From an optimization exercise on the open Yosys and OpenROAD flow, aimed at small area; shortcuts taken in it are not production practice. The RTL was checked by simulation tests, not by an equivalence proof against the original design. Power and IR drop assume default switching activity.

**flow/config.mk**
```make
export PLATFORM = sky130hd
export DESIGN_NAME = conv5x5_top
export DESIGN_NICKNAME = conv5x5_top
export VERILOG_FILES = /design/flow/design.v
export SDC_FILE = /design/flow/constraint.sdc
export NUM_CORES = 4
export LEC_CHECK = 0
export CAP_MARGIN = 20
export CORE_MARGIN = 2
export CORE_UTILIZATION = 60
export CTS_BUF_LIST = sky130_fd_sc_hd__clkbuf_8
export CTS_CLUSTER_SIZE = 30
export SLEW_MARGIN = 20
export SYNTH_HIERARCHICAL = 1
```
**flow/constraint.sdc**
```tcl
create_clock -name core_clock -period 4.0 [get_ports {clk}]
set_input_delay 0.8000 -clock core_clock [delete_from_list [all_inputs] [get_ports {clk}]]
set_output_delay 0.8000 -clock core_clock [all_outputs]
set_load 0.01 [all_outputs]
```
**flow/design.v**
```verilog
`default_nettype none
package conv_pkg;
  localparam int pix_w = 8;                     
  localparam int out_delay = 23;                
  typedef logic [pix_w-1:0] pixel_t;            
endpackage
`default_nettype wire
`default_nettype none
module row_skew_line #(
  parameter int depth = 23   
) (
  input  wire logic             clk,
  input  wire conv_pkg::pixel_t pix_in,
  output conv_pkg::pixel_t      pix_out
);
  conv_pkg::pixel_t shreg [depth];
  always_ff @(posedge clk) begin
    shreg[0] <= pix_in;
    for (int i = 1; i < depth; i++) begin
      shreg[i] <= shreg[i-1];
    end
  end
  assign pix_out = shreg[depth-1];
endmodule
`default_nettype wire
`default_nettype none
module mac_tap (
  input  wire logic clk,
  input  wire logic rst,
  output logic      valid
);
  logic [4:0] age;   
  always_ff @(posedge clk) begin
    if (rst) begin
      age <= 5'd7;
    end else if (age != 5'd31) begin
      age <= age + 5'd1;
    end
  end
  assign valid = (age == 5'd31);
endmodule
`default_nettype wire
`default_nettype none
module fa_cell (
  input  wire logic a,
  input  wire logic b,
  input  wire logic ci,
  output logic      s,
  output logic      co
);
  assign s  = a ^ b ^ ci;
  assign co = (a & b) | (a & ci) | (b & ci);
endmodule
module ha_cell (
  input  wire logic a,
  input  wire logic b,
  output logic      s,
  output logic      co
);
  assign s  = a ^ b;
  assign co = a & b;
endmodule
`default_nettype wire
`default_nettype none
module mac_cascade (
  input  wire logic             clk,
  input  wire logic             rst_chain,   
  input  wire conv_pkg::pixel_t row0,
  input  wire conv_pkg::pixel_t row1,
  input  wire conv_pkg::pixel_t row2,
  input  wire conv_pkg::pixel_t row3,
  input  wire conv_pkg::pixel_t row4,
  output conv_pkg::pixel_t      pix_new
);
  wire c100;
  wire c102;
  wire c104;
  wire c106;
  wire c108;
  wire c110;
  wire c112;
  wire c114;
  wire c116;
  wire c118;
  wire c120;
  wire c122;
  wire c124;
  wire c128;
  wire c130;
  wire c132;
  wire c134;
  wire c147;
  wire c149;
  wire c151;
  wire c153;
  wire c155;
  wire c157;
  wire c159;
  wire c161;
  wire c163;
  wire c165;
  wire c167;
  wire c169;
  wire c171;
  wire c173;
  wire c175;
  wire c177;
  wire c179;
  wire c18;
  wire c181;
  wire c183;
  wire c185;
  wire c187;
  wire c189;
  wire c191;
  wire c193;
  wire c195;
  wire c197;
  wire c199;
  wire c20;
  wire c201;
  wire c203;
  wire c205;
  wire c207;
  wire c209;
  wire c211;
  wire c213;
  wire c215;
  wire c217;
  wire c219;
  wire c22;
  wire c221;
  wire c223;
  wire c227;
  wire c229;
  wire c231;
  wire c233;
  wire c235;
  wire c237;
  wire c239;
  wire c24;
  wire c243;
  wire c245;
  wire c247;
  wire c249;
  wire c251;
  wire c253;
  wire c255;
  wire c257;
  wire c259;
  wire c26;
  wire c261;
  wire c263;
  wire c265;
  wire c267;
  wire c269;
  wire c271;
  wire c273;
  wire c275;
  wire c277;
  wire c279;
  wire c28;
  wire c281;
  wire c285;
  wire c287;
  wire c289;
  wire c291;
  wire c293;
  wire c295;
  wire c297;
  wire c299;
  wire c30;
  wire c301;
  wire c302;
  wire c304;
  wire c305;
  wire c307;
  wire c308;
  wire c310;
  wire c311;
  wire c313;
  wire c314;
  wire c316;
  wire c317;
  wire c319;
  wire c32;
  wire c320;
  wire c322;
  wire c326;
  wire c328;
  wire c330;
  wire c332;
  wire c334;
  wire c336;
  wire c338;
  wire c34;
  wire c340;
  wire c342;
  wire c345;
  wire c347;
  wire c349;
  wire c351;
  wire c353;
  wire c355;
  wire c357;
  wire c36;
  wire c38;
  wire c40;
  wire c44;
  wire c46;
  wire c48;
  wire c50;
  wire c52;
  wire c54;
  wire c56;
  wire c58;
  wire c60;
  wire c62;
  wire c64;
  wire c66;
  wire c68;
  wire c70;
  wire c72;
  wire c74;
  wire c78;
  wire c80;
  wire c82;
  wire c84;
  wire c86;
  wire c88;
  wire c90;
  wire c92;
  wire c94;
  wire c96;
  wire c98;
  wire i1;
  wire i10;
  wire i11;
  wire i12;
  wire i13;
  wire i135;
  wire i136;
  wire i137;
  wire i138;
  wire i139;
  wire i14;
  wire i140;
  wire i141;
  wire i142;
  wire i143;
  wire i144;
  wire i145;
  wire i15;
  wire i16;
  wire i2;
  wire i3;
  wire i4;
  wire i5;
  wire i6;
  wire i7;
  wire i8;
  wire i9;
  wire s101;
  wire s103;
  wire s105;
  wire s107;
  wire s109;
  wire s111;
  wire s113;
  wire s115;
  wire s117;
  wire s119;
  wire s121;
  wire s123;
  wire s127;
  wire s129;
  wire s131;
  wire s133;
  wire s146;
  wire s148;
  wire s150;
  wire s152;
  wire s154;
  wire s156;
  wire s158;
  wire s160;
  wire s162;
  wire s164;
  wire s166;
  wire s168;
  wire s17;
  wire s170;
  wire s172;
  wire s174;
  wire s176;
  wire s178;
  wire s180;
  wire s182;
  wire s184;
  wire s186;
  wire s188;
  wire s19;
  wire s190;
  wire s192;
  wire s194;
  wire s196;
  wire s198;
  wire s200;
  wire s202;
  wire s204;
  wire s206;
  wire s208;
  wire s21;
  wire s210;
  wire s212;
  wire s214;
  wire s216;
  wire s218;
  wire s220;
  wire s222;
  wire s226;
  wire s228;
  wire s23;
  wire s230;
  wire s232;
  wire s234;
  wire s236;
  wire s238;
  wire s242;
  wire s244;
  wire s246;
  wire s248;
  wire s25;
  wire s250;
  wire s252;
  wire s254;
  wire s256;
  wire s258;
  wire s260;
  wire s262;
  wire s264;
  wire s266;
  wire s268;
  wire s27;
  wire s270;
  wire s272;
  wire s274;
  wire s276;
  wire s278;
  wire s280;
  wire s284;
  wire s286;
  wire s288;
  wire s29;
  wire s290;
  wire s292;
  wire s294;
  wire s296;
  wire s298;
  wire s300;
  wire s303;
  wire s306;
  wire s309;
  wire s31;
  wire s312;
  wire s315;
  wire s318;
  wire s321;
  wire s325;
  wire s327;
  wire s329;
  wire s33;
  wire s331;
  wire s333;
  wire s335;
  wire s337;
  wire s339;
  wire s341;
  wire s343;
  wire s344;
  wire s346;
  wire s348;
  wire s35;
  wire s350;
  wire s352;
  wire s354;
  wire s356;
  wire s358;
  wire s359;
  wire s37;
  wire s39;
  wire s43;
  wire s45;
  wire s47;
  wire s49;
  wire s51;
  wire s53;
  wire s55;
  wire s57;
  wire s59;
  wire s61;
  wire s63;
  wire s65;
  wire s67;
  wire s69;
  wire s71;
  wire s73;
  wire s77;
  wire s79;
  wire s81;
  wire s83;
  wire s85;
  wire s87;
  wire s89;
  wire s91;
  wire s93;
  wire s95;
  wire s97;
  wire s99;
  logic ia_0_0;
  logic ia_1_0;
  logic ia_2_0;
  logic ia_3_0;
  logic ia_4_0;
  logic ia_5_0;
  logic ia_6_0;
  logic ia_6_1;
  logic ia_7_0;
  logic ia_8_0;
  logic ia_9_0;
  logic ip_0_0;
  logic ip_1_0;
  logic ip_2_0;
  logic ip_3_0;
  logic ip_4_0;
  logic ip_5_0;
  logic ip_6_0;
  logic ip_6_1;
  logic ip_7_0;
  logic ip_8_0;
  logic ip_9_0;
  logic ix_0_0;
  logic ix_1_0;
  logic ix_2_0;
  logic ix_3_0;
  logic ix_4_0;
  logic ix_5_0;
  logic ix_6_0;
  logic ix_7_0;
  logic z1_0_0;
  logic z1_1_0;
  logic z1_2_0;
  logic z1_3_0;
  logic z1_4_0;
  logic z1_5_0;
  logic z1_6_0;
  logic z1_6_1;
  logic z1_7_0;
  logic z1_8_0;
  logic z1_9_0;
  logic z2_0_0;
  logic z2_1_0;
  logic z2_2_0;
  logic z2_3_0;
  logic z2_4_0;
  logic z2_5_0;
  logic z2_6_0;
  logic z2_7_0;
  logic z2_8_0;
  logic z2_9_0;
  logic z2_10_0;
  logic z2_10_1;
  logic z2_11_0;
  logic z2_12_0;
  logic z2_13_0;
  logic z3_0_0;
  logic z3_1_0;
  logic z3_2_0;
  logic z3_3_0;
  logic z3_4_0;
  logic z3_5_0;
  logic z3_6_0;
  logic z3_7_0;
  logic z3_8_0;
  logic z3_9_0;
  logic z3_10_0;
  logic z3_11_0;
  logic z3_11_1;
  logic z3_12_0;
  logic z3_13_0;
  logic z3_14_0;
  logic z3_14_1;
  logic z3_15_0;
  logic z4_0_0;
  logic z4_1_0;
  logic z4_2_0;
  logic z4_3_0;
  logic z4_4_0;
  logic z4_5_0;
  logic z4_6_0;
  logic z4_7_0;
  logic z4_8_0;
  logic z4_9_0;
  logic z4_10_0;
  logic z4_10_1;
  logic z4_11_0;
  logic z4_12_0;
  logic z4_13_0;
  logic z4_14_0;
  logic z4_15_0;
  logic r0_8_0;
  logic r0_8_1;
  logic r0_9_0;
  logic r0_10_0;
  logic r0_11_0;
  logic r0_12_0;
  logic r0_13_0;
  logic r0_14_0;
  logic r0_15_0;
  logic r0_15_1;
  logic r0_15_2;
  logic [7:0] r1;
  assign i1 = ~row0[0];
  assign i2 = ~row4[0];
  assign i3 = ~row0[1];
  assign i4 = ~row4[1];
  assign i5 = ~row0[2];
  assign i6 = ~row4[2];
  assign i7 = ~row0[3];
  assign i8 = ~row4[3];
  assign i9 = ~row0[4];
  assign i10 = ~row4[4];
  assign i11 = ~row0[5];
  assign i12 = ~row4[5];
  assign i13 = ~row0[6];
  assign i14 = ~row4[6];
  assign i15 = ~row0[7];
  assign i16 = ~row4[7];
  ha_cell u_s17 (.a(i1), .b(i2), .s(s17), .co(c18));
  fa_cell u_s19 (.a(row2[0]), .b(i3), .ci(i4), .s(s19), .co(c20));
  ha_cell u_s21 (.a(c18), .b(s19), .s(s21), .co(c22));
  fa_cell u_s23 (.a(row2[1]), .b(i5), .ci(i6), .s(s23), .co(c24));
  fa_cell u_s25 (.a(c20), .b(s23), .ci(c22), .s(s25), .co(c26));
  fa_cell u_s27 (.a(row2[2]), .b(i7), .ci(i8), .s(s27), .co(c28));
  fa_cell u_s29 (.a(c24), .b(s27), .ci(c26), .s(s29), .co(c30));
  fa_cell u_s31 (.a(row2[3]), .b(i9), .ci(i10), .s(s31), .co(c32));
  fa_cell u_s33 (.a(c28), .b(s31), .ci(c30), .s(s33), .co(c34));
  fa_cell u_s35 (.a(row2[4]), .b(i11), .ci(i12), .s(s35), .co(c36));
  fa_cell u_s37 (.a(c32), .b(s35), .ci(c34), .s(s37), .co(c38));
  fa_cell u_s39 (.a(row2[5]), .b(i13), .ci(i14), .s(s39), .co(c40));
  ha_cell u_s43 (.a(c36), .b(s39), .s(s43), .co(c44));
  fa_cell u_s45 (.a(row2[6]), .b(i15), .ci(i16), .s(s45), .co(c46));
  fa_cell u_s47 (.a(c40), .b(s45), .ci(c44), .s(s47), .co(c48));
  fa_cell u_s49 (.a(row2[7]), .b(c46), .ci(c48), .s(s49), .co(c50));
  ha_cell u_s51 (.a(row1[0]), .b(row3[0]), .s(s51), .co(c52));
  fa_cell u_s53 (.a(row2[0]), .b(row1[1]), .ci(row3[1]), .s(s53), .co(c54));
  ha_cell u_s55 (.a(c52), .b(s53), .s(s55), .co(c56));
  fa_cell u_s57 (.a(row2[1]), .b(row1[2]), .ci(row3[2]), .s(s57), .co(c58));
  fa_cell u_s59 (.a(c54), .b(s57), .ci(c56), .s(s59), .co(c60));
  fa_cell u_s61 (.a(row2[2]), .b(row1[3]), .ci(row3[3]), .s(s61), .co(c62));
  fa_cell u_s63 (.a(c58), .b(s61), .ci(c60), .s(s63), .co(c64));
  fa_cell u_s65 (.a(row2[3]), .b(row1[4]), .ci(row3[4]), .s(s65), .co(c66));
  fa_cell u_s67 (.a(c62), .b(s65), .ci(c64), .s(s67), .co(c68));
  fa_cell u_s69 (.a(row2[4]), .b(row1[5]), .ci(row3[5]), .s(s69), .co(c70));
  fa_cell u_s71 (.a(c66), .b(s69), .ci(c68), .s(s71), .co(c72));
  fa_cell u_s73 (.a(row2[5]), .b(row1[6]), .ci(row3[6]), .s(s73), .co(c74));
  ha_cell u_s77 (.a(c70), .b(s73), .s(s77), .co(c78));
  fa_cell u_s79 (.a(row2[6]), .b(row1[7]), .ci(row3[7]), .s(s79), .co(c80));
  fa_cell u_s81 (.a(c74), .b(s79), .ci(c78), .s(s81), .co(c82));
  fa_cell u_s83 (.a(row2[7]), .b(c80), .ci(c82), .s(s83), .co(c84));
  ha_cell u_s85 (.a(z1_2_0), .b(ip_0_0), .s(s85), .co(c86));
  fa_cell u_s87 (.a(z1_3_0), .b(ip_0_0), .ci(ip_1_0), .s(s87), .co(c88));
  ha_cell u_s89 (.a(c86), .b(s87), .s(s89), .co(c90));
  fa_cell u_s91 (.a(z1_4_0), .b(ip_1_0), .ci(ip_2_0), .s(s91), .co(c92));
  fa_cell u_s93 (.a(c88), .b(s91), .ci(c90), .s(s93), .co(c94));
  fa_cell u_s95 (.a(z1_5_0), .b(ip_2_0), .ci(ip_3_0), .s(s95), .co(c96));
  fa_cell u_s97 (.a(c92), .b(s95), .ci(c94), .s(s97), .co(c98));
  fa_cell u_s99 (.a(z1_6_0), .b(z1_6_1), .ci(ip_3_0), .s(s99), .co(c100));
  fa_cell u_s101 (.a(ip_4_0), .b(c96), .ci(s99), .s(s101), .co(c102));
  ha_cell u_s103 (.a(s101), .b(c98), .s(s103), .co(c104));
  fa_cell u_s105 (.a(z1_7_0), .b(ip_4_0), .ci(ip_5_0), .s(s105), .co(c106));
  fa_cell u_s107 (.a(c100), .b(s105), .ci(c102), .s(s107), .co(c108));
  ha_cell u_s109 (.a(s107), .b(c104), .s(s109), .co(c110));
  fa_cell u_s111 (.a(z1_8_0), .b(ip_5_0), .ci(ip_6_0), .s(s111), .co(c112));
  fa_cell u_s113 (.a(ip_6_1), .b(c106), .ci(s111), .s(s113), .co(c114));
  fa_cell u_s115 (.a(s113), .b(c108), .ci(c110), .s(s115), .co(c116));
  fa_cell u_s117 (.a(z1_9_0), .b(ip_6_0), .ci(ip_6_1), .s(s117), .co(c118));
  fa_cell u_s119 (.a(ip_7_0), .b(c112), .ci(s117), .s(s119), .co(c120));
  fa_cell u_s121 (.a(c114), .b(s119), .ci(c116), .s(s121), .co(c122));
  fa_cell u_s123 (.a(ip_7_0), .b(ip_8_0), .ci(c118), .s(s123), .co(c124));
  ha_cell u_s127 (.a(s123), .b(c120), .s(s127), .co(c128));
  fa_cell u_s129 (.a(ip_8_0), .b(ip_9_0), .ci(c124), .s(s129), .co(c130));
  ha_cell u_s131 (.a(c128), .b(s129), .s(s131), .co(c132));
  fa_cell u_s133 (.a(ip_9_0), .b(c130), .ci(c132), .s(s133), .co(c134));
  assign i135 = ~ia_0_0;
  assign i136 = ~ia_1_0;
  assign i137 = ~ia_2_0;
  assign i138 = ~ia_3_0;
  assign i139 = ~ia_4_0;
  assign i140 = ~ia_5_0;
  assign i141 = ~ia_6_0;
  assign i142 = ~ia_6_1;
  assign i143 = ~ia_7_0;
  assign i144 = ~ia_8_0;
  assign i145 = ~ia_9_0;
  ha_cell u_s146 (.a(z2_1_0), .b(i135), .s(s146), .co(c147));
  fa_cell u_s148 (.a(z2_2_0), .b(i136), .ci(c147), .s(s148), .co(c149));
  fa_cell u_s150 (.a(z2_3_0), .b(ip_0_0), .ci(i137), .s(s150), .co(c151));
  ha_cell u_s152 (.a(s150), .b(c149), .s(s152), .co(c153));
  fa_cell u_s154 (.a(z2_4_0), .b(ip_0_0), .ci(ip_1_0), .s(s154), .co(c155));
  fa_cell u_s156 (.a(i138), .b(c151), .ci(s154), .s(s156), .co(c157));
  ha_cell u_s158 (.a(c153), .b(s156), .s(s158), .co(c159));
  fa_cell u_s160 (.a(z2_5_0), .b(ip_1_0), .ci(ip_2_0), .s(s160), .co(c161));
  fa_cell u_s162 (.a(i139), .b(c155), .ci(s160), .s(s162), .co(c163));
  fa_cell u_s164 (.a(c157), .b(s162), .ci(c159), .s(s164), .co(c165));
  fa_cell u_s166 (.a(z2_6_0), .b(ip_2_0), .ci(ip_3_0), .s(s166), .co(c167));
  fa_cell u_s168 (.a(ix_0_0), .b(i140), .ci(c161), .s(s168), .co(c169));
  fa_cell u_s170 (.a(s166), .b(s168), .ci(c163), .s(s170), .co(c171));
  ha_cell u_s172 (.a(s170), .b(c165), .s(s172), .co(c173));
  fa_cell u_s174 (.a(z2_7_0), .b(ip_3_0), .ci(ip_4_0), .s(s174), .co(c175));
  fa_cell u_s176 (.a(ix_1_0), .b(i141), .ci(i142), .s(s176), .co(c177));
  fa_cell u_s178 (.a(c167), .b(s174), .ci(s176), .s(s178), .co(c179));
  fa_cell u_s180 (.a(c169), .b(s178), .ci(c171), .s(s180), .co(c181));
  ha_cell u_s182 (.a(s180), .b(c173), .s(s182), .co(c183));
  fa_cell u_s184 (.a(z2_8_0), .b(ip_4_0), .ci(ip_5_0), .s(s184), .co(c185));
  fa_cell u_s186 (.a(ix_2_0), .b(i143), .ci(c175), .s(s186), .co(c187));
  fa_cell u_s188 (.a(c177), .b(s184), .ci(s186), .s(s188), .co(c189));
  fa_cell u_s190 (.a(c179), .b(s188), .ci(c181), .s(s190), .co(c191));
  ha_cell u_s192 (.a(c183), .b(s190), .s(s192), .co(c193));
  fa_cell u_s194 (.a(z2_9_0), .b(ip_5_0), .ci(ip_6_0), .s(s194), .co(c195));
  fa_cell u_s196 (.a(ip_6_1), .b(ix_3_0), .ci(i144), .s(s196), .co(c197));
  fa_cell u_s198 (.a(c185), .b(s194), .ci(s196), .s(s198), .co(c199));
  fa_cell u_s200 (.a(c187), .b(s198), .ci(c189), .s(s200), .co(c201));
  fa_cell u_s202 (.a(s200), .b(c191), .ci(c193), .s(s202), .co(c203));
  fa_cell u_s204 (.a(z2_10_0), .b(z2_10_1), .ci(ip_6_0), .s(s204), .co(c205));
  fa_cell u_s206 (.a(ip_6_1), .b(ip_7_0), .ci(ix_4_0), .s(s206), .co(c207));
  fa_cell u_s208 (.a(i145), .b(c195), .ci(c197), .s(s208), .co(c209));
  fa_cell u_s210 (.a(s206), .b(s204), .ci(s208), .s(s210), .co(c211));
  fa_cell u_s212 (.a(c199), .b(s210), .ci(c201), .s(s212), .co(c213));
  ha_cell u_s214 (.a(s212), .b(c203), .s(s214), .co(c215));
  fa_cell u_s216 (.a(z2_11_0), .b(ip_7_0), .ci(ip_8_0), .s(s216), .co(c217));
  fa_cell u_s218 (.a(ix_5_0), .b(c205), .ci(c207), .s(s218), .co(c219));
  fa_cell u_s220 (.a(s216), .b(c209), .ci(s218), .s(s220), .co(c221));
  fa_cell u_s222 (.a(c211), .b(s220), .ci(c213), .s(s222), .co(c223));
  fa_cell u_s226 (.a(z2_12_0), .b(ip_8_0), .ci(ip_9_0), .s(s226), .co(c227));
  fa_cell u_s228 (.a(ix_6_0), .b(c217), .ci(s226), .s(s228), .co(c229));
  fa_cell u_s230 (.a(c219), .b(s228), .ci(c221), .s(s230), .co(c231));
  ha_cell u_s232 (.a(s230), .b(c223), .s(s232), .co(c233));
  fa_cell u_s234 (.a(z2_13_0), .b(ip_9_0), .ci(ix_7_0), .s(s234), .co(c235));
  fa_cell u_s236 (.a(c227), .b(s234), .ci(c229), .s(s236), .co(c237));
  fa_cell u_s238 (.a(s236), .b(c231), .ci(c233), .s(s238), .co(c239));
  ha_cell u_s242 (.a(c235), .b(c237), .s(s242), .co(c243));
  ha_cell u_s244 (.a(z3_2_0), .b(ip_0_0), .s(s244), .co(c245));
  fa_cell u_s246 (.a(z3_3_0), .b(ip_0_0), .ci(ip_1_0), .s(s246), .co(c247));
  ha_cell u_s248 (.a(c245), .b(s246), .s(s248), .co(c249));
  fa_cell u_s250 (.a(z3_4_0), .b(ip_1_0), .ci(ip_2_0), .s(s250), .co(c251));
  fa_cell u_s252 (.a(c247), .b(s250), .ci(c249), .s(s252), .co(c253));
  fa_cell u_s254 (.a(z3_5_0), .b(ip_2_0), .ci(ip_3_0), .s(s254), .co(c255));
  fa_cell u_s256 (.a(c251), .b(s254), .ci(c253), .s(s256), .co(c257));
  fa_cell u_s258 (.a(z3_6_0), .b(ip_3_0), .ci(ip_4_0), .s(s258), .co(c259));
  fa_cell u_s260 (.a(c255), .b(s258), .ci(c257), .s(s260), .co(c261));
  fa_cell u_s262 (.a(z3_7_0), .b(ip_4_0), .ci(ip_5_0), .s(s262), .co(c263));
  fa_cell u_s264 (.a(c259), .b(s262), .ci(c261), .s(s264), .co(c265));
  fa_cell u_s266 (.a(z3_8_0), .b(ip_5_0), .ci(ip_6_0), .s(s266), .co(c267));
  fa_cell u_s268 (.a(ip_6_1), .b(c263), .ci(s266), .s(s268), .co(c269));
  ha_cell u_s270 (.a(s268), .b(c265), .s(s270), .co(c271));
  fa_cell u_s272 (.a(z3_9_0), .b(ip_6_0), .ci(ip_6_1), .s(s272), .co(c273));
  fa_cell u_s274 (.a(ip_7_0), .b(c267), .ci(s272), .s(s274), .co(c275));
  fa_cell u_s276 (.a(c269), .b(s274), .ci(c271), .s(s276), .co(c277));
  fa_cell u_s278 (.a(z3_10_0), .b(ip_7_0), .ci(ip_8_0), .s(s278), .co(c279));
  fa_cell u_s280 (.a(c273), .b(s278), .ci(c275), .s(s280), .co(c281));
  fa_cell u_s284 (.a(z3_11_0), .b(z3_11_1), .ci(ip_8_0), .s(s284), .co(c285));
  fa_cell u_s286 (.a(ip_9_0), .b(c279), .ci(s284), .s(s286), .co(c287));
  ha_cell u_s288 (.a(s286), .b(c281), .s(s288), .co(c289));
  fa_cell u_s290 (.a(z3_12_0), .b(ip_9_0), .ci(c285), .s(s290), .co(c291));
  fa_cell u_s292 (.a(s290), .b(c287), .ci(c289), .s(s292), .co(c293));
  fa_cell u_s294 (.a(z3_13_0), .b(c291), .ci(c293), .s(s294), .co(c295));
  fa_cell u_s296 (.a(z3_14_0), .b(z3_14_1), .ci(c295), .s(s296), .co(c297));
  assign s298 = z3_15_0 ^ c297;
  assign c299 = z4_0_0 & ia_0_0;
  fa_cell u_s300 (.a(1'b1), .b(z4_1_0), .ci(ia_1_0), .s(s300), .co(c301));
  assign c302 = c299 & s300;
  fa_cell u_s303 (.a(z4_2_0), .b(ia_2_0), .ci(c301), .s(s303), .co(c304));
  assign c305 = c302 & s303;
  fa_cell u_s306 (.a(z4_3_0), .b(ia_3_0), .ci(c304), .s(s306), .co(c307));
  assign c308 = c305 & s306;
  fa_cell u_s309 (.a(z4_4_0), .b(ia_4_0), .ci(c307), .s(s309), .co(c310));
  assign c311 = c308 & s309;
  fa_cell u_s312 (.a(z4_5_0), .b(ia_5_0), .ci(c310), .s(s312), .co(c313));
  assign c314 = c311 & s312;
  fa_cell u_s315 (.a(z4_6_0), .b(ia_6_0), .ci(ia_6_1), .s(s315), .co(c316));
  assign c317 = (s315 & c313) | (s315 & c314) | (c313 & c314);
  fa_cell u_s318 (.a(1'b1), .b(z4_7_0), .ci(ia_7_0), .s(s318), .co(c319));
  assign c320 = (c316 & s318) | (c316 & c317) | (s318 & c317);
  fa_cell u_s321 (.a(1'b1), .b(z4_8_0), .ci(ia_8_0), .s(s321), .co(c322));
  ha_cell u_s325 (.a(c319), .b(s321), .s(s325), .co(c326));
  fa_cell u_s327 (.a(1'b1), .b(z4_9_0), .ci(ia_9_0), .s(s327), .co(c328));
  fa_cell u_s329 (.a(c322), .b(s327), .ci(c326), .s(s329), .co(c330));
  fa_cell u_s331 (.a(1'b1), .b(z4_10_0), .ci(z4_10_1), .s(s331), .co(c332));
  fa_cell u_s333 (.a(c328), .b(s331), .ci(c330), .s(s333), .co(c334));
  fa_cell u_s335 (.a(z4_11_0), .b(c332), .ci(c334), .s(s335), .co(c336));
  fa_cell u_s337 (.a(1'b1), .b(z4_12_0), .ci(c336), .s(s337), .co(c338));
  fa_cell u_s339 (.a(1'b1), .b(z4_13_0), .ci(c338), .s(s339), .co(c340));
  fa_cell u_s341 (.a(1'b1), .b(z4_14_0), .ci(c340), .s(s341), .co(c342));
  assign s343 = 1'b1 ^ z4_15_0 ^ c342;
  ha_cell u_s344 (.a(r0_8_0), .b(r0_8_1), .s(s344), .co(c345));
  ha_cell u_s346 (.a(r0_9_0), .b(c345), .s(s346), .co(c347));
  ha_cell u_s348 (.a(r0_10_0), .b(c347), .s(s348), .co(c349));
  ha_cell u_s350 (.a(r0_11_0), .b(c349), .s(s350), .co(c351));
  ha_cell u_s352 (.a(r0_12_0), .b(c351), .s(s352), .co(c353));
  ha_cell u_s354 (.a(r0_13_0), .b(c353), .s(s354), .co(c355));
  ha_cell u_s356 (.a(r0_14_0), .b(c355), .s(s356), .co(c357));
  assign s358 = r0_15_0 ^ r0_15_1 ^ r0_15_2;
  assign s359 = s358 ^ c357;
  always_ff @(posedge clk) begin
    ia_0_0 <= s17;
    ia_1_0 <= s21;
    ia_2_0 <= s25;
    ia_3_0 <= s29;
    ia_4_0 <= s33;
    ia_5_0 <= s37;
    ia_6_0 <= s43;
    ia_6_1 <= c38;
    ia_7_0 <= s47;
    ia_8_0 <= s49;
    ia_9_0 <= c50;
    ip_0_0 <= s51;
    ip_1_0 <= s55;
    ip_2_0 <= s59;
    ip_3_0 <= s63;
    ip_4_0 <= s67;
    ip_5_0 <= s71;
    ip_6_0 <= s77;
    ip_6_1 <= c72;
    ip_7_0 <= s81;
    ip_8_0 <= s83;
    ip_9_0 <= c84;
    ix_0_0 <= row2[0];
    ix_1_0 <= row2[1];
    ix_2_0 <= row2[2];
    ix_3_0 <= row2[3];
    ix_4_0 <= row2[4];
    ix_5_0 <= row2[5];
    ix_6_0 <= row2[6];
    ix_7_0 <= row2[7];
    r0_8_0 <= s325;
    r0_8_1 <= c320;
    r0_9_0 <= s329;
    r0_10_0 <= s333;
    r0_11_0 <= s335;
    r0_12_0 <= s337;
    r0_13_0 <= s339;
    r0_14_0 <= s341;
    r0_15_0 <= 1'b1;
    r0_15_1 <= z4_15_0;
    r0_15_2 <= c342;
    r1[0] <= s344;
    r1[1] <= s346;
    r1[2] <= s348;
    r1[3] <= s350;
    r1[4] <= s352;
    r1[5] <= s354;
    r1[6] <= s356;
    r1[7] <= s359;
  end
  always_ff @(posedge clk) begin
    if (rst_chain) begin
      z1_0_0 <= 1'b0;
      z1_1_0 <= 1'b1;
      z1_2_0 <= 1'b1;
      z1_3_0 <= 1'b1;
      z1_4_0 <= 1'b1;
      z1_5_0 <= 1'b1;
      z1_6_0 <= 1'b1;
      z1_6_1 <= 1'b0;
      z1_7_0 <= 1'b1;
      z1_8_0 <= 1'b1;
      z1_9_0 <= 1'b0;
      z2_0_0 <= 1'b0;
      z2_1_0 <= 1'b1;
      z2_2_0 <= 1'b1;
      z2_3_0 <= 1'b1;
      z2_4_0 <= 1'b1;
      z2_5_0 <= 1'b1;
      z2_6_0 <= 1'b1;
      z2_7_0 <= 1'b1;
      z2_8_0 <= 1'b1;
      z2_9_0 <= 1'b0;
      z2_10_0 <= 1'b0;
      z2_10_1 <= 1'b0;
      z2_11_0 <= 1'b0;
      z2_12_0 <= 1'b0;
      z2_13_0 <= 1'b0;
      z3_0_0 <= 1'b0;
      z3_1_0 <= 1'b0;
      z3_2_0 <= 1'b0;
      z3_3_0 <= 1'b0;
      z3_4_0 <= 1'b0;
      z3_5_0 <= 1'b0;
      z3_6_0 <= 1'b0;
      z3_7_0 <= 1'b1;
      z3_8_0 <= 1'b0;
      z3_9_0 <= 1'b1;
      z3_10_0 <= 1'b1;
      z3_11_0 <= 1'b0;
      z3_11_1 <= 1'b0;
      z3_12_0 <= 1'b0;
      z3_13_0 <= 1'b0;
      z3_14_0 <= 1'b0;
      z3_14_1 <= 1'b0;
      z3_15_0 <= 1'b0;
      z4_0_0 <= 1'b0;
      z4_1_0 <= 1'b0;
      z4_2_0 <= 1'b0;
      z4_3_0 <= 1'b0;
      z4_4_0 <= 1'b0;
      z4_5_0 <= 1'b0;
      z4_6_0 <= 1'b0;
      z4_7_0 <= 1'b1;
      z4_8_0 <= 1'b0;
      z4_9_0 <= 1'b1;
      z4_10_0 <= 1'b1;
      z4_10_1 <= 1'b0;
      z4_11_0 <= 1'b0;
      z4_12_0 <= 1'b0;
      z4_13_0 <= 1'b0;
      z4_14_0 <= 1'b0;
      z4_15_0 <= 1'b0;
    end else begin
      z1_0_0 <= ia_0_0;
      z1_1_0 <= ia_1_0;
      z1_2_0 <= ia_2_0;
      z1_3_0 <= ia_3_0;
      z1_4_0 <= ia_4_0;
      z1_5_0 <= ia_5_0;
      z1_6_0 <= ia_6_0;
      z1_6_1 <= ia_6_1;
      z1_7_0 <= ia_7_0;
      z1_8_0 <= ia_8_0;
      z1_9_0 <= ia_9_0;
      z2_0_0 <= z1_0_0;
      z2_1_0 <= z1_1_0;
      z2_2_0 <= s85;
      z2_3_0 <= s89;
      z2_4_0 <= s93;
      z2_5_0 <= s97;
      z2_6_0 <= s103;
      z2_7_0 <= s109;
      z2_8_0 <= s115;
      z2_9_0 <= s121;
      z2_10_0 <= s127;
      z2_10_1 <= c122;
      z2_11_0 <= s131;
      z2_12_0 <= s133;
      z2_13_0 <= c134;
      z3_0_0 <= z2_0_0;
      z3_1_0 <= s146;
      z3_2_0 <= s148;
      z3_3_0 <= s152;
      z3_4_0 <= s158;
      z3_5_0 <= s164;
      z3_6_0 <= s172;
      z3_7_0 <= s182;
      z3_8_0 <= s192;
      z3_9_0 <= s202;
      z3_10_0 <= s214;
      z3_11_0 <= s222;
      z3_11_1 <= c215;
      z3_12_0 <= s232;
      z3_13_0 <= s238;
      z3_14_0 <= s242;
      z3_14_1 <= c239;
      z3_15_0 <= c243;
      z4_0_0 <= z3_0_0;
      z4_1_0 <= z3_1_0;
      z4_2_0 <= s244;
      z4_3_0 <= s248;
      z4_4_0 <= s252;
      z4_5_0 <= s256;
      z4_6_0 <= s260;
      z4_7_0 <= s264;
      z4_8_0 <= s270;
      z4_9_0 <= s276;
      z4_10_0 <= s280;
      z4_10_1 <= c277;
      z4_11_0 <= s288;
      z4_12_0 <= s292;
      z4_13_0 <= s294;
      z4_14_0 <= s296;
      z4_15_0 <= s298;
    end
  end
  assign pix_new = r1;
endmodule
`default_nettype wire
`default_nettype none
module conv5x5_top (
  input  wire logic             clk,
  input  wire logic             rst,
  input  wire conv_pkg::pixel_t row0,      
  input  wire conv_pkg::pixel_t row1,
  input  wire conv_pkg::pixel_t row2,
  input  wire conv_pkg::pixel_t row3,
  input  wire conv_pkg::pixel_t row4,      
  output conv_pkg::pixel_t      pix_out    
);
  conv_pkg::pixel_t pix_new, pix_del;
  logic rst_q;    
  logic valid;
  always_ff @(posedge clk) begin
    rst_q <= rst;
  end
  mac_cascade u_cascade (
    .clk (clk), .rst_chain (rst_q),
    .row0 (row0), .row1 (row1), .row2 (row2), .row3 (row3), .row4 (row4),
    .pix_new (pix_new)
  );
  row_skew_line #(
    .depth (conv_pkg::out_delay - 2)
  ) u_delay (
    .clk     (clk),
    .pix_in  (pix_new),
    .pix_out (pix_del)
  );
  mac_tap u_blank (
    .clk   (clk),
    .rst   (rst),
    .valid (valid)
  );
  assign pix_out = valid ? pix_del : '0;
endmodule
`default_nettype wire
```
**flow/run.sh**
```bash
#!/bin/bash
# synth_recipe.tcl (not shown) runs the flow's synth.tcl, then flattens the netlist and writes it again
# the make line also repeats each setting of config.mk as NAME=value (left out here)
make -C /OpenROAD-flow-scripts/flow DESIGN_CONFIG=/design/flow/config.mk WORK_HOME=/design/flow/orfs CLKGATE_MAP_FILE= SYNTH_SCRIPT=/design/flow/synth_recipe.tcl finish
```
==> results of run 1 <==
layout by cell type, fill, tap and decap left out, types with 6 or more instances in the layout:
| cell | n |
|---|---|
| ha_1 | 36 |
| or2_1 | 22 |
| fa_1 | 120 |
| clkbuf_8 | 52 |
| nor2_1 | 6 |
| clkdlybuf4s50_1 | 49 |
| dfxtp_1 | 282 |
| conb_1 | 8 |
| inv_1 | 36 |
| and2_1 | 8 |
| nor2b_1 | 36 |
| clkinv_2 | 9 |
layer usage:
| metal | track usage (%) | vias to the layer above | wire, um |
|---|---|---|---|
| li1 | - | 1938 | - |
| met5 | 0 | - | 0 |
| met1 | 20.9 | 2016 | 5060 |
| met2 | 28.4 | 62 | 6140 |
| met4 | 6.59 | 0 | 311 |
| met3 | 4.20 | 30 | 522 |
area by class of cell:
type                            instances  area (um2)  area share (%)
Clock buffer                           52         716            6.57
Clock inverter                         24         181            1.66
Inverter                               27         101           0.930
Multi-Input combinational cell        256        3470            31.8
Sequential cell                       283        5670            52.0
Tap cell                              188         235            2.16
Timing Repair Buffer                   54         528            4.85
per-stage QoR:
step	instance area [um2]	setup WS, ns	cells	utilization, %
floorplan	9300	0.346	572	-
global placement	10000	0.230	808	66.0
detailed placement	10000	0.156	808	66.0
CTS	10900	0.113	884	71.9
global route	10900	0.0120	884	71.9
finish	10900	0.156	884	71.9
where the power goes:
group | switching [W] | internal (W) | leakage, nW | total, W
Sequential | 0.000449 | 0.00413 | 2.38 | 0.00458
Clock | 0.00105 | 0.00132 | 0.499 | 0.00237
Combinational | 0.00151 | 0.00177 | 1.82 | 0.00328
cell families after synthesis:
logic type	synth area share, %
flip-flops	61.1
adder cells (fa/ha/maj)	30.8
AND/OR/NAND/NOR	5.45
buffers and inverters	1.82
XOR/XNOR	0.567
AO/OA/AOI/OAI	0.189
other	0.0404
multiplexers	0.108
worst max-delay path by stage:
| stage | cells after the start | slack [ns] | start | to |
|---|---|---|---|---|
| after floorplan | 9 | 0.35 | u_cascade.ip_2_0 | u_cascade.z3_10_0 |
| after global placement | 9 | 0.23 | u_cascade.ip_1_0 | u_cascade.z3_10_0 |
| after detailed placement | 9 | 0.16 | u_cascade.ip_1_0 | u_cascade.z3_10_0 |
| after CTS | 9 | 0.11 | u_cascade.ip_1_0 | u_cascade.z3_10_0 |
| after global routing | 9 | 0.01 | u_cascade.ip_1_0 | u_cascade.z3_10_0 |
| final | 9 | 0.16 | u_cascade.ip_1_0 | u_cascade.z3_10_0 |
Yosys stat by module, one instance, submodules excluded, excerpt:
module	copies in the design	cells	cell area, um2
mac_cascade	1	214	2800
mac_tap	1	21	230
conv5x5_top	1	9	70.1
fa_cell	120	1	20.0
ha_cell	33	1	12.5
==> results.txt, run 1 <==
status complete, no violations; Die Ht 128 um; most frequent cell after synthesis dfxtp_1; worst min path class register to register; CTS H-tree lvls 2; Top Registers u_delay.shreg: 168 flops, u_cascade.r1: 8 flops, u_blank.age: 5 flops; final hold violation count 0; Total Routing Usage GR 16.8%; number of synthesized flops with an enable pin 0; crit path time final around 3.8 ns; Placer Congestion around 0.74; max reg flops 168; worst reg2reg startpoint u_cascade.ip_1_0; largest net degree at the start of global routing 62; RSZ-0062 raised after global routing no; Remaining DRCs 0; PwrDens between 900 and 1000 mW/mm2; sequential cell area fraction in the yosys report 61.1%; Hold Path Sink u_delay.shreg[19][0]; Final Skew 0.0172 ns; WP buf/inv 0; final net count 862; CTS clock-pin slew for the worst setup and hold paths approximately 0.060 ns; Post-CTS Setup Repair Bufs 0; top_reg_cell synth dfxtp_1; top cells by count, synth 283 x dfxtp_1, 120 x fa_1, 36 x ha_1, 36 x nor2b_1, 27 x inv_1; Post-CTS Hold Buffers 0; Clock Tree Buf Depth 3; antenna violations before repair 0; WP data arrival 4.26 ns; Worst setup EP type register; Worst EP required 4.41 ns; drt total wl 12.0 mm; family with the most delay on the worst path adder cells; CP cell instances fa_1, fa_1, fa_1, fa_1, fa_1, ha_1, fa_1, ha_1, or2_1; Leakage roughly 4.7 nW; slowest CP cell dfxtp_1; r2r setup slk between 0.15 and 0.2 ns; Mapped Area 0.00928 mm2; drt via density about 4.6; Synth async-reset ratio 0%; die extent in x around 130 um; ANT nets after route 0; cell mode on critical path fa_1; diode count 0; relative slew slack 29.5%; Hold Startpoint u_delay.shreg[18][0]; GRT Residual Overflow 0; Avg Inst Size Synth 16.4 um2; DP Wirelength 8.69 mm; number of global-route vias before repair 4,579; Yosys reg bits between 200 and 300; largest area contributor in the netlist dfxtp_1; delay of the slowest critical-path stage 0.54 ns; Power Total approximately 0.010 W; R2R Path End u_cascade.z3_10_0; Placeable Area 0.0151 mm2; Largest Register u_delay.shreg; first-pass GRT wire length 21.4 mm; number of fill cells 1,003; critical path class register to register; Post-Syn Instances 565; Unique masters post-synth 23; max-cap viol count 0; worst slew pin tran 1.06 ns; Via Count a little over 4,000; Clock Latency Late Sink 0.53 ns; IO buf count slightly below 50; depth of the worst hold-timing path 0; Max Freq 260 MHz; clk root buf clkbuf_8; drt pass-1 iters 4; area delta synth->final 17.5%; CTS tree built; Initial Util 61.2%; ratio of cells with drive above 1 in the final layout 10.6%; Max FO, Critical Path 6; Peak VDD IR about 0.52 mV; I/O pins 50; Die Area roughly 0.016 mm2; row count 45; Routed WL per cell around 14 um; CTS sink cnt 283; Fin Hold WS 0.316 ns; Worst setup SP type register; final setup TNS 0 ns; Initial DRC Count 88; Tcrit/Tclk final 96.1%; post-CTS resize count 0; TritonCTS Buffers 42; Final Max Slew Viols 0; Yosys warnings 11; Final setup viols 0; R2R depth 9; share of Yosys cell area claimed by the top area cell type 61.1%; synth top area cells dfxtp_1 61%, fa_1 26%, ha_1 4.9%
==> run 2, diff against run 1 <==
--- a/flow/config.mk
+++ b/flow/config.mk
@@ -7,8 +7,7 @@
 export LEC_CHECK = 0
 export CAP_MARGIN = 20
 export CORE_MARGIN = 2
-export CORE_UTILIZATION = 60
-export CTS_BUF_LIST = sky130_fd_sc_hd__clkbuf_8
-export CTS_CLUSTER_SIZE = 30
+export CORE_UTILIZATION = 40
+export CTS_BUF_LIST = sky130_fd_sc_hd__clkbuf_4
 export SLEW_MARGIN = 20
 export SYNTH_HIERARCHICAL = 1
==> results.txt, run 2 <==
Leakage 4.74 nW; sequential cell area fraction in the yosys report slightly above 60%; DP Wirelength between 8 and 9 mm; critical path class register to register; Power Total 0.0102 W; Top Registers u_delay.shreg: 168 flops, u_cascade.r1: 8 flops, u_blank.age: 5 flops; Tcrit/Tclk final 95.2%; routing usage on met1 12.4%; relative slew slack between 50% and 60%; GRT Residual Overflow 0; commonest non-fill, non-tap cell in the layout dfxtp_1; synth top area cells dfxtp_1 61%, fa_1 26%, ha_1 4.9%; drt pass-1 iters 4; Avg Inst Size Synth 16.4 um2; final net count about 900; final hold violation count 0; Placer Congestion ~0.75; CTS H-tree lvls 3; Die Ht about 160 um; crit path time final 3.81 ns; share of Yosys cell area claimed by the top area cell type approximately three fifths; max reg flops ~170; most frequent cell after synthesis dfxtp_1; Final Max Slew Viols 0; Largest Register u_delay.shreg; critical path launch point u_cascade.ip_1_0; Via Count 4,260; ratio of cells with drive above 1 in the final layout 16.2%; CTS clock-pin slew for the worst setup and hold paths 0.06 ns; Routed WL per cell between 10 and 15 um; status complete, no violations; worst min path class register to register; row count 55; Max Freq 262 MHz; Clock Tree Buf Depth 3; Max FO, Critical Path 6; IO buf count 49; M2 GR Usage around 17%; Total Routing Usage GR 10.9%; Placeable Area roughly 0.023 mm2; CTS sink cnt 283; drt via density between 4 and 5; Initial Util 40.8%; Hold Startpoint u_delay.shreg[8][7]; number of global-route vias before repair between 4,000 and 5,000; top cells by count, synth 283 x dfxtp_1, 120 x fa_1, 36 x ha_1, 36 x nor2b_1, 27 x inv_1; Unique masters post-synth 23; Post-CTS Hold Buffers 0; family with the most delay on the worst path adder cells; number of synthesized flops with an enable pin 0; drt total wl 11.9 mm; worst reg2reg startpoint u_cascade.ip_1_0; first-pass GRT wire length 20.9 mm; antenna violations before repair 1; delay of the slowest critical-path stage 0.53 ns; Die Area 0.0244 mm2; RSZ-0062 raised after global routing no; Post-CTS Setup Repair Bufs 0; die extent in x about 160 um; most frequent cells in the layout 282 x dfxtp_1, 120 x fa_1, 106 x clkbuf_4; Final setup viols 0; Clock Latency Late Sink 0.65 ns; cell mode on critical path fa_1; slowest CP cell dfxtp_1; post-CTS resize count 0; Worst setup SP type register; max-cap viol count 0; top_reg_cell synth dfxtp_1; Worst EP required 4.51 ns; number of fill cells 1,998; WP data arrival 4.32 ns; Initial DRC Count 71; clk root buf clkbuf_4; worst slew pin tran 0.602 ns; largest net degree at the start of global routing 62; Mapped Area 0.00928 mm2; Worst setup EP type register; PwrDens 921 mW/mm2; Yosys warnings 11; final setup TNS 0 ns; Peak VDD IR between 0.4 and 0.5 mV; Remaining DRCs 0; Yosys reg bits between 200 and 300; I/O pins 50; CP cell instances fa_1, fa_1, fa_1, fa_1, fa_1, ha_1, fa_1, ha_1, or2_1; CTS tree built; met3 usage 4.02%; Post-Syn Instances about 570; WP buf/inv 0; Final Skew 0.0356 ns; TritonCTS Buffers 70; layer with the highest usage met2; largest area contributor in the netlist dfxtp_1; Synth async-reset ratio 0%; ANT nets after route 0; area delta synth->final 19.1%
[run 2: cell counts after synthesis]
No cell type changed its count.
[run 2: worst paths after layout]
path,end,slack (ns),cells past startpoint
worst max-delay path,u_cascade.z3_10_0,0.19,9
worst min-delay path,u_delay.shreg[9][7],0.30,0
worst max register to register,u_cascade.z3_10_0,0.19,9
worst min register to register,u_delay.shreg[9][7],0.30,0
[run 2: where the power goes]
group | switching [W] | internal, W | leakage [nW] | total, W
logic | 0.00148 | 0.00175 | 1.82 | 0.00323
registers | 0.000420 | 0.00412 | 2.38 | 0.00454
clock network | 0.00106 | 0.00135 | 0.549 | 0.00240
[run 2: modules after synthesis (local to each module, per instance), excerpt]
module       copies in the design  flops+latches  cells  cell area (um2)
conv5x5_top                     1              1      9             70.1
mac_cascade                     1            109    214             2800
ha_cell                        33              0      1             12.5
mac_tap                         1              5     21              230
fa_cell                       120              0      1             20.0
[run 2: final cells by class]
| type | count | area, um2 | share of cell area [%] |
|---|---|---|---|
| sequential | 283 | 5670 | 51.3 |
| multi-input combinational | 256 | 3470 | 31.4 |
| clock buffer | 106 | 796 | 7.20 |
| timing repair buffer | 54 | 528 | 4.78 |
| tap | 285 | 357 | 3.23 |
| clock inverter | 14 | 130 | 1.18 |
| inverter | 27 | 101 | 0.917 |
| antenna | 1 | 2.50 | 0.0226 |
[run 2: worst register-to-register path, delay by kind of cell, from the launching register on]
family	cells	cell delay [ns]
and+or+nand+nor	1	0.21
DFF	1	0.53
adders and majority gates	8	2.96
[run 2: cells by family after synthesis]
kind of cell	count (synthesis)	synth area share, %
other	1	0.0404
buffers and inverters	33	1.82
DFF	283	61.1
muxes	1	0.108
and+or+nand+nor	83	5.45
adders and majority gates	156	30.8
xor gates and xnor gates	6	0.567
AOI/OAI and AO/OA	2	0.189
[run 2: routing by layer]
layer / vias up / part of all wire (%)
li1: 2033 / -
met2: 80 / 51
met4: 0 / 3.2
met5: - / 0
met1: 2113 / 41
met3: 34 / 4.8
[run 2: stage by stage]
stage               worst slack [ns]  cell area, um2  utilization (%)  instances  hold slack, ns
floorplan                      0.346            9300                -        572           0.310
global placement               0.229           10100             44.6        905           0.310
detailed placement             0.175           10100             44.6        905           0.312
CTS                            0.155           11000             48.6       1025           0.296
global route                  0.0239           11100             48.7       1026           0.292
finish                         0.190           11100             48.7       1026           0.299
==> run 3, diff against run 2 <==
--- a/flow/config.mk
+++ b/flow/config.mk
@@ -8,6 +8,5 @@
 export CAP_MARGIN = 20
 export CORE_MARGIN = 2
 export CORE_UTILIZATION = 40
-export CTS_BUF_LIST = sky130_fd_sc_hd__clkbuf_4
 export SLEW_MARGIN = 20
 export SYNTH_HIERARCHICAL = 1
==> results.txt, run 3 <==
status complete, no violations; diode count 0; number of global-route vias before repair 4,392; ratio of cells with drive above 1 in the final layout 7.49%; Leakage 4.64 nW; die extent in x 156 um; Worst EP required around 4.4 ns; clk root buf clkbuf_16; Max Freq 263 MHz; sequential cell area fraction in the yosys report 61.1%; Final Skew 0.0102 ns; number of synthesized flops with an enable pin 0; drt total wl between 10 and 15 mm; Power Total 0.0103 W; worst min path class register to register; top cells by count, synth 283 x dfxtp_1, 120 x fa_1, 36 x ha_1, 36 x nor2b_1, 27 x inv_1; antenna violations before repair 0; Initial Util 40.8%; CTS clock-pin slew for the worst setup and hold paths 0.07 ns; CP cell instances fa_1, fa_1, fa_1, fa_1, fa_1, ha_1, fa_1, ha_1, or2_1; final hold violation count 0; area delta synth->final 19.0%; Worst setup SP type register; number of fill cells 1,951; Top Registers u_delay.shreg: 168 flops, u_cascade.r1: 8 flops, u_blank.age: 5 flops; worst slew pin tran a little over 0.6 ns; Unique masters post-synth 23; max reg flops around 170; synth top area cells dfxtp_1 61%, fa_1 26%, ha_1 4.9%; RSZ-0062 raised after global routing no; placed insts approximately 900; Placer Congestion ~0.75; row count 55; Initial DRC Count around 110; share of Yosys cell area claimed by the top area cell type 61.1%; Final setup viols 0; fin area 0.0110 mm2; largest net degree at the start of global routing 62; ANT nets after route 0; final net count ~850; Final Max Slew Viols 0; Clock Tree Buf Depth 3; Die Area between 0.02 and 0.025 mm2; most frequent cells in the layout 282 x dfxtp_1, 120 x fa_1, 49 x clkdlybuf4s50_1; cell mode on critical path fa_1; Placeable Area 0.0227 mm2; Avg Inst Size Synth 16.4 um2; I/O pins 50; CTS H-tree lvls 1; PwrDens 936 mW/mm2; Peak VDD IR roughly 0.44 mV; WP data arrival approximately 4.2 ns; IO buf count 49; Via Count approximately 4,000; CTS sink cnt ~280; Worst setup EP type register; Post-Syn Instances 565; Routed WL per cell 12.2 um; drt pass-1 iters 4; Largest Register u_delay.shreg; post-CTS resize count 0; critical path class register to register; max-cap viol count 0; DP Area 0.0101 mm2; Remaining DRCs 0; first-pass GRT wire length 20.4 mm; final setup TNS 0 ns; Post-CTS Hold Buffers 0; delay of the slowest critical-path stage 0.53 ns; most frequent cell after synthesis dfxtp_1; CTS tree built; Max FO, Critical Path 6; fin cells 953; relative slew slack 59.4%; TritonCTS Buffers 27; GRT Residual Overflow 0; Tcrit/Tclk final 95.2%; DP Wirelength 8.51 mm; largest area contributor in the netlist dfxtp_1; Synth async-reset ratio 0%; top_reg_cell synth dfxtp_1; Die Ht 156 um; slowest CP cell dfxtp_1; Mapped Area 0.00928 mm2; commonest non-fill, non-tap cell in the layout dfxtp_1; Yosys warnings 11; Total Routing Usage GR between 10% and 20%; drt via density between 4 and 5; Clock Latency Late Sink 0.53 ns; Post-CTS Setup Repair Bufs 0; crit path time final 3.81 ns; Yosys reg bits about 280
run 3: cell counts after synthesis:
No cell type changed its count.
run 3: stage by stage:
step,utilization (%),hold WS [ns],setup WS [ns]
after global routing,48.6,0.316,0.00161
final,48.6,0.318,0.192
after detailed placement,44.6,0.312,0.175
after floorplan,-,0.310,0.346
after global placement,44.6,0.310,0.229
after CTS,48.6,0.320,0.150
run 3: worst paths after layout:
kind,from,end,slack (ns),cells past startpoint
worst max-delay path,u_cascade.ip_1_0,u_cascade.z3_10_0,0.19,9
worst min-delay path,u_delay.shreg[4][3],u_delay.shreg[5][3],0.32,0
worst max register to register,u_cascade.ip_1_0,u_cascade.z3_10_0,0.19,9
worst min register to register,u_delay.shreg[4][3],u_delay.shreg[5][3],0.32,0
run 3: modules after synthesis (local to each module, per instance), excerpt:
module	cells inside	flip-flops and latches	cell area, um2	copies in the design
fa_cell	1	0	20.0	120
ha_cell	1	0	12.5	33
mac_tap	21	5	230	1
conv5x5_top	9	1	70.1	1
mac_cascade	214	109	2800	1
run 3: worst max-delay path: cells and delay by family, from the launching register on:
kind                     cells  cell delay [ns]
adder cells (fa/ha/maj)      8             2.96
AND/OR/NAND/NOR              1             0.20
flip-flops                   1             0.53
run 3: power breakdown:
part,leakage [nW],internal [W],switching [W]
sequential,2.38,0.00413,0.000425
clock,0.443,0.00154,0.00101
combinational,1.82,0.00176,0.00149
total,4.64,0.00742,0.00292
run 3: cell type report:
type                       instances  area, um2  area share, %
clock buffer                      37        763           6.91
clock inverter                    11        156           1.42
inverter                          27        101          0.918
multi-input combinational        256       3470           31.4
sequential                       283       5670           51.3
tap                              285        357           3.23
timing repair buffer              54        528           4.78
run 3: metal layers:
metal | GRT usage, % | part of all wire [%] | vias up
met5 | 0 | 0 | -
met4 | 3.80 | 2.5 | 0
met3 | 2.49 | 4.2 | 26
met2 | 17.2 | 50 | 54
met1 | 13.4 | 43 | 2026
li1 | - | - | 1907
run 3: kinds of logic after synthesis:
group | share of synthesized area, %
simple gates | 5.45
compound gates | 0.189
mux | 0.108
buf+inv | 1.82
other cells | 0.0404
flops | 61.1
fa+ha+maj | 30.8
xor+xnor | 0.567
==> run 4, diff against run 3 <==
==> flow/flow/run.sh (new file) <==
#!/bin/bash
# standard layout, logged
bash standard.sh > standard.log 2>&1
==> flow/standard.sh (new file) <==
#!/bin/bash
# synth_recipe.tcl (not shown) runs the flow's synth.tcl, then flattens the netlist and writes it again
# the make line also repeats each setting of config.mk as NAME=value (left out here)
make -C /OpenROAD-flow-scripts/flow DESIGN_CONFIG=/design/flow/config.mk WORK_HOME=/design/flow/orfs CLKGATE_MAP_FILE= SYNTH_SCRIPT=/design/flow/synth_recipe.tcl "${@:-finish}"
removed: flow/run.sh
==> results.txt, run 4 <==
most frequent cell after synthesis dfxtp_1; number of fill cells 1,951; Die Area 0.0244 mm2; Placer Congestion 0.755; final setup TNS 0 ns; Avg Inst Size Synth approximately 16 um2; Max FO, Critical Path 6; fin cells around 950; final core utilization 48.6%; CTS clock-pin slew for the worst setup and hold paths 0.07 ns; crit path time final approximately 3.8 ns; Final Max Slew Viols 0; relative slew slack between 50% and 60%; worst min path class register to register; status complete, no violations; Post-CTS Hold Buffers 0; Unique masters post-synth 23; antenna violations before repair 0; Clock Tree Buf Depth 3; Placeable Area 0.0227 mm2; sequential cell area fraction in the yosys report 61.1%; number of synthesized flops with an enable pin 0; Synth Area in XOR/XNOR 0.566%; Top Registers u_delay.shreg: 168 flops, u_cascade.r1: 8 flops, u_blank.age: 5 flops; Mapped Area 0.00928 mm2; drt pass-1 iters 4; drt total wl roughly 12 mm; Tcrit/Tclk final 95.2%; I/O pins 50; Final Skew 0.0102 ns; most frequent cells in the layout 282 x dfxtp_1, 120 x fa_1, 49 x clkdlybuf4s50_1; TritonCTS Buffers 27; row count 55; placed insts 905; CTS sink cnt 283; largest family of logic cells by synthesized area adder cells; fin area 0.0110 mm2; DP Area approximately 0.010 mm2; Clock Latency Late Sink 0.53 ns; Die Ht 156 um; slowest CP cell dfxtp_1; DP Wirelength about 8.5 mm; cell mode on critical path fa_1; delay of the slowest critical-path stage 0.53 ns; number of global-route vias before repair 4,392; Remaining DRCs 0; post-synthesis compound-gate area fraction 0.189%; Synth async-reset ratio 0%; Worst setup EP type register; CP cell instances fa_1, fa_1, fa_1, fa_1, fa_1, ha_1, fa_1, ha_1, or2_1; area delta synth->final 19.0%; top cells by count, synth 283 x dfxtp_1, 120 x fa_1, 36 x ha_1, 36 x nor2b_1, 27 x inv_1; Peak VDD IR approximately 0.44 mV; CTS tree built; Total Routing Usage GR a little over a tenth; Largest Register u_delay.shreg; share of Yosys cell area claimed by the top area cell type 61.1%; Initial Util 40.8%; diode count 0; post-synthesis mux area share 0.108%; drt via density 4.21; Yosys reg bits ~280; Post-Syn Instances 565; Synth Area in Adders a little under a third; post-CTS resize count 0; die extent in x between 150 and 200 um; Post-CTS Setup Repair Bufs 0; Worst EP required 4.42 ns; clk root buf clkbuf_16; Final setup viols 0; simple-gate share of the synthesized area approximately 5.4%; Yosys warnings 11; GRT Residual Overflow 0; RSZ-0062 raised after global routing no; worst slew pin tran 0.608 ns; Reg area roughly 0.0057 mm2; commonest non-fill, non-tap cell in the layout dfxtp_1; ratio of cells with drive above 1 in the final layout 7.49%; final hold violation count 0; Routed WL per cell 12.2 um; WP buf/inv 0; top_reg_cell synth dfxtp_1; synth top area cells dfxtp_1 61%, fa_1 26%, ha_1 4.9%; Power Total slightly above 0.01 W; Max Freq roughly 260 MHz; Initial DRC Count 105; WP data arrival ~4.2 ns; Worst setup SP type register; first-pass GRT wire length 20.4 mm; largest area contributor in the netlist dfxtp_1; max-cap viol count 0; critical path class register to register; family with the most delay on the worst path adder cells; final net count 847; IO buf count 49; ANT nets after route 0; CTS H-tree lvls 1; max reg flops 168; Via Count roughly 4,000; largest net degree at the start of global routing 62; PwrDens between 900 and 1000 mW/mm2; Multi-input gate area 0.00347 mm2; Leakage 4.64 nW
-- run 4: cell counts in the layout (fill, tap and decap cells not counted) --
No cell type changed its count.
-- run 4: logic make-up (layout without fill, tap and decap cells) --
| kind of cell | after synthesis | after routing |
|---|---|---|
| and+or+nand+nor | 83 | 83 |
| xor gates and xnor gates | 6 | 6 |
| muxes | 1 | 1 |
| buffers and inverters | 33 | 129 |
| adders and majority gates | 156 | 156 |
| DFF | 283 | 283 |
| AOI/OAI and AO/OA | 2 | 2 |
| other | 1 | 8 |
-- run 4: worst paths after layout --
kind / start / to / slack [ns] / cells past startpoint
setup / recovery: u_cascade.ip_1_0 / u_cascade.z3_10_0 / 0.19 / 9
hold / removal: u_delay.shreg[4][3] / u_delay.shreg[5][3] / 0.32 / 0
setup reg to reg: u_cascade.ip_1_0 / u_cascade.z3_10_0 / 0.19 / 9
hold reg to reg: u_delay.shreg[4][3] / u_delay.shreg[5][3] / 0.32 / 0
-- run 4: final cells by class --
class	instances	area share [%]
flip-flops and latches	283	51.3
multi-input cells	256	31.4
clock buffers	37	6.91
repair buffers	54	4.78
well taps	285	3.23
clock inverters	11	1.42
inverters	27	0.918
-- run 4: power breakdown --
group | internal (W) | switching (W)
Sequential | 0.00413 | 0.000425
Combinational | 0.00176 | 0.00149
Clock | 0.00154 | 0.00101
-- run 4: worst register-to-register path, cell delays in order, from the launching register on --
cell and delay (ns):
dfxtp_1 0.53, fa_1 0.50, fa_1 0.39, fa_1 0.39, fa_1 0.39, fa_1 0.44, ha_1 0.21, fa_1 0.37
ha_1 0.27, or2_1 0.20
-- run 4: through the flow --
step           hold slack [ns]  setup WS, ns
2_1_floorplan            0.310         0.346
3_3_place_gp             0.310         0.229
3_5_place_dp             0.312         0.175
4_1_cts                  0.320         0.150
5_1_grt                  0.316       0.00161
6_report                 0.318         0.192
-- run 4: per-layer routing --
layer	part of all wire, %	vias up	GRT usage [%]
met4	2.5	0	3.80
met3	4.2	26	2.49
met5	0	-	0
li1	-	1907	-
met2	50	54	17.2
met1	43	2026	13.4
-- run 4: per-module statistics from Yosys (local to each module, per instance), a selection --
module / copies in the design / area [um2] / flops+latches / cells
conv5x5_top: 1 / 70.1 / 1 / 9
fa_cell: 120 / 20.0 / 0 / 1
ha_cell: 33 / 12.5 / 0 / 1
mac_cascade: 1 / 2800 / 109 / 214
mac_tap: 1 / 230 / 5 / 21
==> run 5, diff against run 4 <==
==> flow/flow/run.sh (replaced) <==
#!/bin/bash
# standard layout; ports buffered with the smallest buffer, clock tree without dummy loads
export BUFFER_PORTS_ARGS="-buffer_cell sky130_fd_sc_hd__buf_1"
export CTS_ARGS="-sink_clustering_enable -repair_clock_nets -dont_use_dummy_load -sink_clustering_size 20 -sink_clustering_max_diameter 100"
bash standard.sh > standard.log 2>&1
==> results.txt, run 5 <==
status complete, no violations; Peak VDD IR 0.387 mV; Hold Path Sink u_delay.shreg[10][7]; first-pass GRT wire length about 19 mm; most frequent cell after synthesis dfxtp_1; Synth async-reset ratio 0%; CTS sink cnt 283; Total Routing Usage GR under 10%; max reg flops 168; Routed WL per cell 12.0 um; R2R Path End u_cascade.z4_9_0; crit path time final 3.75 ns; IO buf count between 40 and 50; Clock Tree Buf Depth 3; r2r setup slk roughly 0.25 ns; most frequent cells in the layout 281 x dfxtp_1, 120 x fa_1, 49 x buf_1; Worst setup EP type register; CTS tree built; top_reg_cell synth dfxtp_1; drt pass-1 iters 4; area delta synth->final 10.5%; number of global-route vias before repair around 4,100; Max Freq 267 MHz; Initial DRC Count 109; Leakage approximately 4.3 nW; Worst EP required 4.35 ns; I/O pins 50; Hold Startpoint u_delay.shreg[9][7]; commonest non-fill, non-tap cell in the layout dfxtp_1; top cells by count, synth 283 x dfxtp_1, 120 x fa_1, 36 x ha_1, 36 x nor2b_1, 27 x inv_1; worst reg2reg startpoint u_cascade.ip_0_0; final hold violation count 0; WP data arrival 4.10 ns; delay of the slowest critical-path stage roughly 0.53 ns; Clock Latency Late Sink between 0.4 and 0.5 ns; R2R depth 9; Multi-input gate area 0.00347 mm2; Max FO, Critical Path 6; fin cells 921; cell mode on critical path fa_1; RSZ-0062 raised after global routing no; depth of the worst hold-timing path 0; critical path class register to register; Placer Congestion 0.744; Initial Util 40.8%; diode count 0; Tcrit/Tclk final a little over nine tenths; PwrDens 913 mW/mm2; final net count 836; clk root buf clkbuf_16; worst slew pin tran 0.627 ns; antenna violations before repair 0; CTS H-tree lvls 1; Post-Syn Instances between 500 and 600; Placeable Area 0.0227 mm2; final setup TNS 0 ns; Worst setup SP type register; GRT Residual Overflow 0; TritonCTS Buffers 18; ANT nets after route 0; pre-CTS WS ~0.16 ns; Remaining DRCs 0; Via Count 3,818; worst min path class register to register; Die Area between 0.02 and 0.025 mm2; Die Ht between 150 and 200 um; WP buf/inv 0; largest net degree at the start of global routing just over 60; CTS clock-pin slew for the worst setup and hold paths roughly 0.08 ns; Post-CTS Hold Buffers 0; die extent in x 156 um; relative slew slack around three fifths; max-cap viol count 0; synth top area cells dfxtp_1 61%, fa_1 26%, ha_1 4.9%; placed insts 903; slowest CP cell dfxtp_1; number of synthesized flops with an enable pin 0; Avg Inst Size Synth 16.4 um2; Yosys warnings 11; met3 usage 2.16%; CP cell instances fa_1, ha_1, fa_1, fa_1, fa_1, fa_1, ha_1, fa_1, or2_1; layer with the highest usage met2; row count 55; Largest Register u_delay.shreg; Post-CTS Setup Repair Bufs 0; drt via density 4.15; Unique masters post-synth 23; M2 GR Usage ~16%; number of fill cells ~2,000; sequential cell area fraction in the yosys report 61.1%; Mapped Area 0.00928 mm2; Reg area 0.00567 mm2; Final Skew between 0.05 and 0.06 ns; Final setup viols 0; largest area contributor in the netlist dfxtp_1; Yosys reg bits 283; Final Max Slew Viols 0; drt total wl 11.1 mm; routing usage on met1 13.4%; Top Registers u_delay.shreg: 168 flops, u_cascade.r1: 8 flops, u_blank.age: 5 flops; ratio of cells with drive above 1 in the final layout 3.77%; DP Wirelength 8.29 mm; PnR worst setup slack 0.250 ns; share of Yosys cell area claimed by the top area cell type 61.1%; family with the most delay on the worst path adder cells; DP Area between 0.009 and 0.01 mm2; fin area a little over 0.01 mm2
[run 5: cell types whose count changed in the layout (fill, tap and decap cells not counted), moves of 3 or more]
cell / change
clkbuf_16: -9
bufinv_16: -3
clkbuf_1: -5
clkbuf_8: -5
clkinvlp_4: -3
buf_1: +49
clkinv_2: -3
clkdlybuf4s50_1: -49
[run 5: report_power, final]
group	switching [W]	internal (W)
sequential	0.000434	0.00412
combinational	0.00147	0.00173
clock	0.000808	0.000800
total	0.00271	0.00665
[run 5: what timing repair did]
action	in CTS	in global routing
gates resized for setup	0	1
setup endpoints to repair	0	1
endpoints found under the hold margin	0	0
[run 5: final cells by class]
cell class | count | share of cell area (%)
clock buffers | 18 | 4.39
inverters | 27 | 0.988
multi-input cells | 256 | 33.8
flip-flops and latches | 283 | 55.3
well taps | 285 | 3.48
repair buffers | 52 | 2.01
[run 5: kinds of logic (layout without fill, tap and decap cells)]
kind of cell    after synthesis  in the layout  share of synthesized area, %
simple gates                 83             83                          5.45
flops                       283            283                          61.1
mux                           1              1                         0.108
compound gates                2              2                         0.189
fa+ha+maj                   156            156                          30.8
buf+inv                      33             97                          1.82
other cells                   1              8                        0.0404
xor+xnor                      6              6                         0.567
[run 5: metrics by stage]
step | hold WS [ns] | total power (W) | util, %
floorplan | 0.310 | 0.00699 | -
global placement | 0.310 | 0.00780 | 43.2
detailed placement | 0.312 | 0.00794 | 43.2
CTS | 0.275 | 0.00963 | 45.1
global route | 0.291 | 0.0104 | 45.2
finish | 0.274 | 0.00936 | 45.2
[run 5: how the worst max path moves through the flow]
stage | from | endpoint | slack, ns | cells after the start
detailed placement | u_cascade.ip_1_0 | u_cascade.z3_10_0 | 0.16 | 9
finish | u_cascade.ip_0_0 | u_cascade.z4_9_0 | 0.25 | 9
global placement | u_cascade.ip_1_0 | u_cascade.z3_10_0 | 0.23 | 9
CTS | u_cascade.ip_1_0 | u_cascade.z3_10_0 | 0.11 | 9
floorplan | u_cascade.ip_2_0 | u_cascade.z3_10_0 | 0.35 | 9
global route | u_cascade.ip_0_0 | u_cascade.z4_9_0 | 0.02 | 9
[run 5: per-module statistics from Yosys (local to each module, per instance), a selection]
module | cells | cell area (um2) | flops+latches
mac_cascade | 214 | 2800 | 109
mac_tap | 21 | 230 | 5
conv5x5_top | 9 | 70.1 | 1
fa_cell | 1 | 20.0 | 0
ha_cell | 1 | 12.5 | 0
[run 5: worst register-to-register path, stage by stage, from the launching register on]
cell and delay, ns:
dfxtp_1 0.53, fa_1 0.48, ha_1 0.21, fa_1 0.38, fa_1 0.40, fa_1 0.40, fa_1 0.38, ha_1 0.21
fa_1 0.41, or2_1 0.21
[run 5: metal layers]
layer / routed length (um) / vias up
met5: 0 / -
met4: 240 / 0
met3: 341 / 19
met2: 5520 / 40
met1: 4960 / 1902
li1: - / 1857

-- afterwards: timing with drivers on the ports --
How much do the figures lean on ideal ports? The routed layouts below were timed once more, with nothing changed but the port constraints. Step 1: set_driving_cell puts a clkbuf_16 on clk and a buf_2 on each other input, an assumption about the parent block. Step 2 moves the port delays by t, midway between the first and last clock arrival at a register: inputs arrive t later, outputs are due t later. That takes back most of the time a late clock gives input paths. a / b / c = ideal ports / drivers / drivers and shift; a / b = the first two.
run	t, ns	setup WS [ns]	worst setup path after step 2
run 1	0.561	0.156 / 0.156 / 0.156	register to register
run 2	0.665	0.190 / 0.190 / 0.190	register to register
run 3	0.569	0.192 / 0.192 / 0.192	register to register
run 4	0.569	0.192 / 0.192 / 0.192	register to register
run 5	0.508	0.250 / 0.250 / 0.250	register to register
After both steps every run listed still meets setup and hold.
